From an optimization exercise on the open Yosys and OpenROAD flow, aimed at small area; shortcuts taken in it are not production practice. Only simulation tests tie the RTL to the original design; equivalence was not proved. Power is estimated from default activity; no workload was simulated.

==> flow/design.v <==
module axis_lbus_seg_packer #(
  parameter int NSEG      = 4,
  parameter int SEG_BYTES = 16
) (
  input  logic                      clk,
  input  logic                      rst_n,
  input  logic [NSEG*128-1:0]       s_axis_tdata,
  input  logic [NSEG*SEG_BYTES-1:0] s_axis_tkeep,
  input  logic                      s_axis_tlast,
  input  logic                      s_axis_tvalid,
  output logic                      s_axis_tready,
  output logic [NSEG*128-1:0]       lbus_data,
  output logic [NSEG-1:0]           lbus_ena,
  output logic [NSEG-1:0]           lbus_sop,
  output logic [NSEG-1:0]           lbus_eop,
  output logic [NSEG-1:0]           lbus_err,
  output logic [NSEG*4-1:0]         lbus_mty,
  input  logic                      lbus_rdy
);
  localparam int PW = NSEG*128 + NSEG*4 + 2;   
  logic [NSEG-1:0]   cv_ena;
  logic [NSEG*4-1:0] cv_mty;
  logic              any_en, cv_err;
  logic tready_q, skid_v_q, in_pkt_q, bad_pkt_q, out_pkt_q;
  logic [PW-1:0] cv_pay, skid_q, out_q, m_pay;
  logic          out_eop_q, out_err_q;
  assign any_en = |s_axis_tkeep;
  always_comb begin : convert
    cv_ena = '0;
    cv_mty = '0;
    for (int s = 0; s < NSEG; s++) begin
      cv_ena[s] = |s_axis_tkeep[SEG_BYTES*s +: SEG_BYTES];
      for (int b = SEG_BYTES-1; b >= 0; b--) begin
        if (s_axis_tkeep[SEG_BYTES*s + b]) cv_mty[4*s +: 4] = 4'(b);
      end
    end
    if (!any_en) begin
      cv_ena[0]   = s_axis_tlast;
      cv_mty[3:0] = {4{s_axis_tlast}};
    end
  end
  logic viol;
  always_comb begin : keep_check
    logic below, above;
    logic [NSEG-1:0] en;
    viol  = 1'b0;
    below = 1'b0;
    for (int s = 0; s < NSEG; s++) en[s] = |s_axis_tkeep[SEG_BYTES*s +: SEG_BYTES];
    for (int s = 0; s < NSEG; s++) begin
      above = 1'b0;
      for (int t = 0; t < NSEG; t++) if (t > s) above = above | en[t];
      if (en[s]) begin
        if (|(s_axis_tkeep[SEG_BYTES*s +: SEG_BYTES-1] & ~s_axis_tkeep[SEG_BYTES*s+1 +: SEG_BYTES-1])) viol = 1'b1;
        if (!s_axis_tkeep[SEG_BYTES*s] && (above || !s_axis_tlast)) viol = 1'b1;
      end else begin
        if (below && above) viol = 1'b1;
        if (above && !below && in_pkt_q) viol = 1'b1;
        if (below && !above && !s_axis_tlast) viol = 1'b1;
      end
      below = below | en[s];
    end
  end
  assign cv_err = ~any_en | bad_pkt_q | viol;
  logic [NSEG-1:0] out_ena_q, skid_ena_q, m_ena;
  logic            out_v, adv, hold, push;
  logic            out_v2_q;   
  assign out_v = |out_ena_q;
  assign adv   = ~out_v | lbus_rdy;
  assign hold  = out_v2_q & ~lbus_rdy;
  assign push  = s_axis_tvalid & tready_q & (any_en | s_axis_tlast);
  assign m_ena = ({NSEG{s_axis_tvalid & tready_q}} & cv_ena) | ({NSEG{skid_v_q}} & skid_ena_q);
  always_ff @(posedge clk or negedge rst_n) begin
    if (!rst_n) begin
      out_ena_q <= '0;
      out_v2_q  <= 1'b0;
      skid_v_q  <= 1'b0;
      tready_q  <= 1'b0;
      in_pkt_q  <= 1'b0;
      bad_pkt_q <= 1'b0;
      out_pkt_q <= 1'b0;
    end else begin
      if (adv) out_ena_q <= m_ena;
      if (adv) out_v2_q  <= |m_ena;
      skid_v_q <= ~adv & (skid_v_q | push);
      tready_q <= ~(~adv & (skid_v_q | push));
      if (push) begin
        in_pkt_q  <= ~s_axis_tlast;
        bad_pkt_q <= ~s_axis_tlast & (bad_pkt_q | viol);
      end
      if (out_v & lbus_rdy) out_pkt_q <= ~out_eop_q;
    end
  end
  assign cv_pay = {cv_err, s_axis_tlast, cv_mty, s_axis_tdata};
  assign m_pay  = ({PW{tready_q}} & cv_pay) | ({PW{skid_v_q}} & skid_q);
  always_ff @(posedge clk) begin
    skid_ena_q <= m_ena;
    skid_q     <= m_pay;
    out_q      <= (m_pay & {PW{adv}}) | (out_q & {PW{hold}});
  end
  assign out_eop_q = out_q[PW-2];
  assign out_err_q = out_q[PW-1];
  logic [NSEG-1:0] lowest, highest;
  always_comb begin
    logic seen;
    seen = 1'b0;
    for (int s = 0; s < NSEG; s++) begin
      lowest[s] = out_ena_q[s] & ~seen;
      seen      = seen | out_ena_q[s];
    end
    seen = 1'b0;
    for (int s = NSEG-1; s >= 0; s--) begin
      highest[s] = out_ena_q[s] & ~seen;
      seen       = seen | out_ena_q[s];
    end
  end
  assign s_axis_tready = tready_q;
  assign lbus_data     = out_q[NSEG*128-1:0];
  assign lbus_mty      = out_q[NSEG*128 +: NSEG*4];
  assign lbus_ena      = out_ena_q;
  assign lbus_sop      = lowest & {NSEG{~out_pkt_q}};
  assign lbus_eop      = highest & {NSEG{out_eop_q}};
  assign lbus_err      = highest & {NSEG{out_eop_q & out_err_q}};
endmodule
export LEC_CHECK = 0
export ABC_AREA = 1
export CAP_MARGIN = 20
export CORE_AREA = 4 4 636 136
export DIE_AREA = 0 0 640 140
export SLEW_MARGIN = 20
create_clock -name core_clock -period 4.0 [get_ports {clk}]
standard.sh (not shown) runs the stock make flow with config.mk's settings and CLKGATE_MAP_FILE= SYNTH_SCRIPT=/design/flow/synth_recipe.tcl, a recipe that flattens the netlist after the stock synthesis.
==> flow/flow/run.sh <==
#!/bin/bash
# The standard layout (standard.sh) with these changes:
# - synthesis maps the combinational logic with flow/abc_logic.script (flow/my_synth.tcl);
#   the registers are the standard synthesis's;
# - port buffers are the smallest buffer cell;
# - buffers that ABC inserted are removed before placement (repair_design rebuilds what is needed);
# - the clock tree uses clustered clkbuf_8 leaves and no dummy loads.
set -euo pipefail
work=$(pwd)
sed "s#SYNTH_SCRIPT=[^ ]*#SYNTH_SCRIPT=$work/flow/my_synth.tcl#" standard.sh > my_standard.sh
grep -q "SYNTH_SCRIPT=$work/flow/my_synth.tcl" my_standard.sh
bash my_standard.sh "BUFFER_PORTS_ARGS=-buffer_cell sky130_fd_sc_hd__buf_1" REMOVE_ABC_BUFFERS=1 \
  "CTS_ARGS=-sink_clustering_enable -repair_clock_nets -sink_clustering_size 18 -sink_clustering_max_diameter 40 -buf_list sky130_fd_sc_hd__clkbuf_8 -dont_use_dummy_load" \
  finish > run_standard.log 2>&1
==> flow/flow/abc_logic.script <==
strash
&get -n
&st
&synch2
&if -m -K 6
&mfs
&st
&dch -f
&nf -R 1000
&put
topo
==> flow/flow/my_synth.tcl <==
# The standard flow's synthesis (synth_recipe.tcl in the work folder), with one change: the ABC run that maps
# the combinational logic uses flow/abc_logic.script. Registers are mapped before ABC runs, so
# they are the same as in the standard synthesis.
set my_flow_dir [file dirname [file normalize [info script]]]
set my_abc_script [file join $my_flow_dir abc_logic.script]
proc abc {args} {
  set i [lsearch -exact $args -script]
  if { $i >= 0 } { lset args [expr { $i + 1 }] $::my_abc_script }
  yosys abc {*}$args
}
source [file join [file dirname $my_flow_dir] synth_recipe.tcl]
Edit:
--- a/flow/flow/run.sh
+++ b/flow/flow/run.sh
@@ -13 +13 @@
-  "CTS_ARGS=-sink_clustering_enable -repair_clock_nets -sink_clustering_size 18 -sink_clustering_max_diameter 40 -buf_list sky130_fd_sc_hd__clkbuf_8 -dont_use_dummy_load" \
+  "CTS_ARGS=-sink_clustering_enable -repair_clock_nets -sink_clustering_size 16 -sink_clustering_max_diameter 40 -buf_list sky130_fd_sc_hd__buf_6 -dont_use_dummy_load" \
PLACE_DENSITY = 0.75   (was unset)
Effect: Synthesized area is unchanged; non-clock buffer count drops by 10; power climbs by 2.2%; core utilization drops by 0.25 points; final area drops by 0.53%; critical path depth does not change; register-to-register slack degrades by 0.08 ns; sequential cell count stays the same.
Edit:
==> flow/flow/run.sh (replaced) <==
#!/bin/bash
# Standard layout, with the port buffers made of the smallest buffer cell and a clock tree
# of small clustered buffers without dummy loads.
set -euo pipefail
bash standard.sh "BUFFER_PORTS_ARGS=-buffer_cell sky130_fd_sc_hd__buf_1" REMOVE_ABC_BUFFERS=1 \
  "CTS_ARGS=-sink_clustering_enable -repair_clock_nets -sink_clustering_size 14 -sink_clustering_max_diameter 40 -buf_list sky130_fd_sc_hd__clkbuf_8 -dont_use_dummy_load" \
  finish > run_standard.log 2>&1
CORE_AREA = 4 4 676 96   (was 4 4 636 136)
DIE_AREA = 0 0 680 100   (was 0 0 640 140)
PLACE_DENSITY = unset   (was 0.75)
removed: flow/flow/abc_logic.script
removed: flow/flow/my_synth.tcl
After rerunning: The new run produced a clean layout; worst setup slack improved by 0.43 ns; die area went down by 24%; clock-buffer cell count went up by 9; sequential share of layout area went down by 0.19 points; wire length went down by 28%; final cell count went down by 4.2%; global-route usage went down by 1.5 points; synthesized area went up by 4.2%; hold slack got worse by 0.072 ns; combinational power went up by about 1%.

== willow ==
// axis_lbus_seg_packer: RTL as listed in full above, without the edits since
==> flow/config.mk <==
export PLATFORM = sky130hd
export DESIGN_NAME = axis_lbus_seg_packer
export DESIGN_NICKNAME = axis_lbus_seg_packer
export VERILOG_FILES = /design/flow/design.v
export SDC_FILE = /design/flow/constraint.sdc
export NUM_CORES = 4
export LEC_CHECK = 0
export ABC_AREA = 1
export CAP_MARGIN = 0
export CORE_AREA = 4 4 636 136
export DIE_AREA = 0 0 640 140
export GPL_TIMING_DRIVEN = 0
export SLEW_MARGIN = 0
==> flow/constraint.sdc <==
create_clock -name core_clock -period 4.0 [get_ports {clk}]
set_input_delay 0.8000 -clock core_clock [delete_from_list [all_inputs] [get_ports {clk}]]
set_output_delay 0.8000 -clock core_clock [all_outputs]
set_load 0.01 [all_outputs]
==> flow/flow/run.sh <==
#!/bin/bash
# The standard layout (standard.sh) with these changes:
# - synthesis maps the combinational logic with flow/abc_logic.script (flow/my_synth.tcl);
#   the registers are the standard synthesis's;
# - port buffers are the smallest buffer cell;
# - buffers that ABC inserted are removed before placement (repair_design rebuilds what is needed);
# - the clock tree uses clustered clkbuf_8 leaves and no dummy loads.
set -euo pipefail
work=$(pwd)
sed "s#SYNTH_SCRIPT=[^ ]*#SYNTH_SCRIPT=$work/flow/my_synth.tcl#" standard.sh > my_standard.sh
grep -q "SYNTH_SCRIPT=$work/flow/my_synth.tcl" my_standard.sh
bash my_standard.sh "BUFFER_PORTS_ARGS=-buffer_cell sky130_fd_sc_hd__buf_1" REMOVE_ABC_BUFFERS=1 \
  "CTS_ARGS=-sink_clustering_enable -repair_clock_nets -sink_clustering_size 16 -sink_clustering_max_diameter 45 -buf_list sky130_fd_sc_hd__clkbuf_8 -dont_use_dummy_load" \
  finish > run_standard.log 2>&1
==> flow/flow/abc_logic.script <==
strash
&get -n
&st
&synch2
&if -m -K 6
&mfs
&st
&dch -f
&nf -R 1000
&put
topo
==> flow/flow/my_synth.tcl <==
# The standard flow's synthesis (synth_recipe.tcl in the work folder), with one change: the ABC run that maps
# the combinational logic uses flow/abc_logic.script. Registers are mapped before ABC runs, so
# they are the same as in the standard synthesis.
set my_flow_dir [file dirname [file normalize [info script]]]
set my_abc_script [file join $my_flow_dir abc_logic.script]
proc abc {args} {
  set i [lsearch -exact $args -script]
  if { $i >= 0 } { lset args [expr { $i + 1 }] $::my_abc_script }
  yosys abc {*}$args
}
source [file join [file dirname $my_flow_dir] synth_recipe.tcl]
willow: no failed stages, no open violations at the end
The following lists how fjord was set up differently from willow:
- CAP_MARGIN changed from 0 to 20
- PLACE_DENSITY newly set to 0.75
- SLEW_MARGIN changed from 0 to 20
- GPL_TIMING_DRIVEN removed (was 0)
-- flow/flow/run.sh --
<<< willow, line 13
  "CTS_ARGS=-sink_clustering_enable -repair_clock_nets -sink_clustering_size 16 -sink_clustering_max_diameter 45 -buf_list sky130_fd_sc_hd__clkbuf_8 -dont_use_dummy_load" \
>>> fjord, line 13
  "CTS_ARGS=-sink_clustering_enable -repair_clock_nets -sink_clustering_size 18 -sink_clustering_max_diameter 40 -buf_list sky130_fd_sc_hd__clkbuf_8 -dont_use_dummy_load" \
Looking at the reports, fjord completed the entire flow and the layout it produced met the timing, design-rule and antenna checks.
From fjord to willow, number of well taps did not move at all.
Delta (fjord minus willow): wire length of the first global-routing pass up 28000 um; non-clock buffer count up 18.
Compared to willow, fjord shows a wider setup margin.
willow vs fjord, capturing instance or port of the critical path: s_axis_tready vs out_q[529]
Input-level comparison between ember and fjord:
-- flow/flow/run.sh --
<<< fjord, line 13
  "CTS_ARGS=-sink_clustering_enable -repair_clock_nets -sink_clustering_size 18 -sink_clustering_max_diameter 40 -buf_list sky130_fd_sc_hd__clkbuf_8 -dont_use_dummy_load" \
>>> ember, line 13
  "CTS_ARGS=-sink_clustering_enable -repair_clock_nets -sink_clustering_size 10 -sink_clustering_max_diameter 35 -buf_list sky130_fd_sc_hd__buf_4 -dont_use_dummy_load" \
[summary]
Sort ember and fjord by count of clock-buffer cells in the layout, descending, and ember comes first.
Maximum frequency improves in ember relative to fjord.
Higher maximum vdd drop goes to fjord over ember.
Looking at global-route usage, ember sits 0.20 points above fjord.
Comparing ember and fjord, the lower clock distribution area overhead in the final layout was measured on ember.
Changes observed in ember relative to fjord: area growth from synthesis to layout essentially unchanged, initial antenna violation count increased 9.
ember gives more routed via count than fjord did.
diff inputs: ember => lagoon
- removing PLACE_DENSITY (formerly 0.75)
- changing DIE_AREA from 0 0 640 140 to 0 0 600 180
- changing CORE_AREA from 4 4 636 136 to 4 4 596 176
-- flow/flow/run.sh --
<<< ember, line 13
  "CTS_ARGS=-sink_clustering_enable -repair_clock_nets -sink_clustering_size 10 -sink_clustering_max_diameter 35 -buf_list sky130_fd_sc_hd__buf_4 -dont_use_dummy_load" \
>>> lagoon, line 13
  "CTS_ARGS=-sink_clustering_enable -repair_clock_nets -sink_clustering_size 16 -sink_clustering_max_diameter 45 -buf_list sky130_fd_sc_hd__clkbuf_8 -dont_use_dummy_load" \
==> comparison <==
Per the final summary, lagoon finished and its layout is clean on timing, DRC and antenna.
lagoon against ember: final period utilization moved up; total stage count of the critical path went down; number of diodes increased by 2 relative to the old numbers; post-placement worst setup slack shows an increase of 0.082 ns.
Diff lagoon..ember | post-route DRC violation count | negligible
Clock period minus final worst setup slack ends up lower on ember.
In the flow results for ember and lagoon, the via count is larger on ember.
lagoon ends up with lower combinational fraction of design power than ember does.
Going from ember to lagoon, global-route usage shrinks by 2.9 points.
lagoon against ember: total power draw went up by 0.99%, fraction of final layout cells with drive strength greater than 1 lower.
What harbor does differently from lagoon at the input level:
- changing CORE_AREA from 4 4 596 176 to 4 4 636 136
- changing DIE_AREA from 0 0 600 180 to 0 0 640 140
- setting PLACE_DENSITY to 0.45 for the first time
-- flow/flow/run.sh --
<<< lagoon, line 13
  "CTS_ARGS=-sink_clustering_enable -repair_clock_nets -sink_clustering_size 16 -sink_clustering_max_diameter 45 -buf_list sky130_fd_sc_hd__clkbuf_8 -dont_use_dummy_load" \
>>> harbor, line 13
  "CTS_ARGS=-sink_clustering_enable -repair_clock_nets -sink_clustering_size 18 -sink_clustering_max_diameter 40 -buf_list sky130_fd_sc_hd__clkbuf_8 -dont_use_dummy_load" \
Findings:
The run showing the smaller power density over the cells is harbor. Relative to lagoon, met3 layer wire length in the routed design decreased by 58% in harbor. Looking at category of the critical setup timing path, the input pin to register result is from lagoon; the register to output pin one comes from harbor. Die: harbor smaller than lagoon.
Changes in nickel relative to harbor:
- clearing PLACE_DENSITY, which used to be 0.45
-- flow/flow/run.sh --
<<< harbor, line 13
  "CTS_ARGS=-sink_clustering_enable -repair_clock_nets -sink_clustering_size 18 -sink_clustering_max_diameter 40 -buf_list sky130_fd_sc_hd__clkbuf_8 -dont_use_dummy_load" \
>>> nickel, line 13
  "CTS_ARGS=-sink_clustering_enable -repair_clock_nets -sink_clustering_size 28 -sink_clustering_max_diameter 45 -buf_list sky130_fd_sc_hd__clkbuf_16 -dont_use_dummy_load" \
[summary]
harbor has completed all stages; timing, DRC and antenna checks passed. nickel did not stop at any stage, and its layout met the timing, design-rule and antenna checks. [compare] base=harbor new=nickel: global-route wire length before repair now smaller; clock period minus worst slack now smaller; combinational power now larger. The higher detailed-route wire length on metal 1 of harbor and nickel is in nickel. Delta (nickel minus harbor): worst path setup slack after routing +0.088 ns, final total power +about 2%. Looking at final critical-path share of the clock period, nickel sits 2.2 points below harbor. Of harbor and nickel, the higher routed wire length on met2 belongs to harbor. Compared with harbor, nickel shows signed area change from the synthesized netlist to the final layout higher by 0.19 points.

## separate check: timing with driven ports
No port has a modelled driver above. Below, the same layouts with a new extraction and two added sets of constraints. Step 1 assumes that a clkbuf_16 drives the clock port and a buf_2 every other input. Step 2, shift: input delay + t, output delay - t, t = (earliest + latest rising clock arrival at the registers) / 2. This alone moves slack from input paths to output paths. Three values: ideal, step 1, step 2; two values: the first two.
| run | shift t [ns] | setup WS [ns] | latest minus earliest clock arrival (ns) | worst data-port slew with drivers (ns) |
|---|---|---|---|---|
| the first run of note 1 | 0.722 | 1.225 / 1.237 / 0.514 | 0.057 / 0.057 | 0.10 |
| the second run of note 1 | 0.686 | 0.999 / 0.976 / 0.290 | 0.075 / 0.076 | 0.22 |
| the third run of note 1 | 0.776 | 1.427 / 1.339 / 1.276 | 0.036 / 0.036 | 0.07 |
| willow | 0.701 | 0.380 / 0.340 / 0.177 | 0.082 / 0.083 | 0.15 |
| fjord | 0.707 | 0.999 / 0.966 / 0.259 | 0.071 / 0.070 | 0.25 |
| ember | 0.818 | 1.099 / 1.062 / 0.244 | 0.122 / 0.122 | 0.25 |
| lagoon | 0.705 | 1.067 / 1.083 / 0.378 | 0.081 / 0.081 | 0.24 |
| harbor | 0.740 | 1.078 / 1.001 / 0.396 | 0.048 / 0.048 | 0.08 |
| nickel | 0.644 | 1.166 / 1.184 / 0.540 | 0.048 / 0.048 | 0.11 |
After both steps every run listed still meets setup and hold. For ember, which loses most, drivers alone change the setup slack by -0.037 ns; drivers and shift together by -0.855 ns.
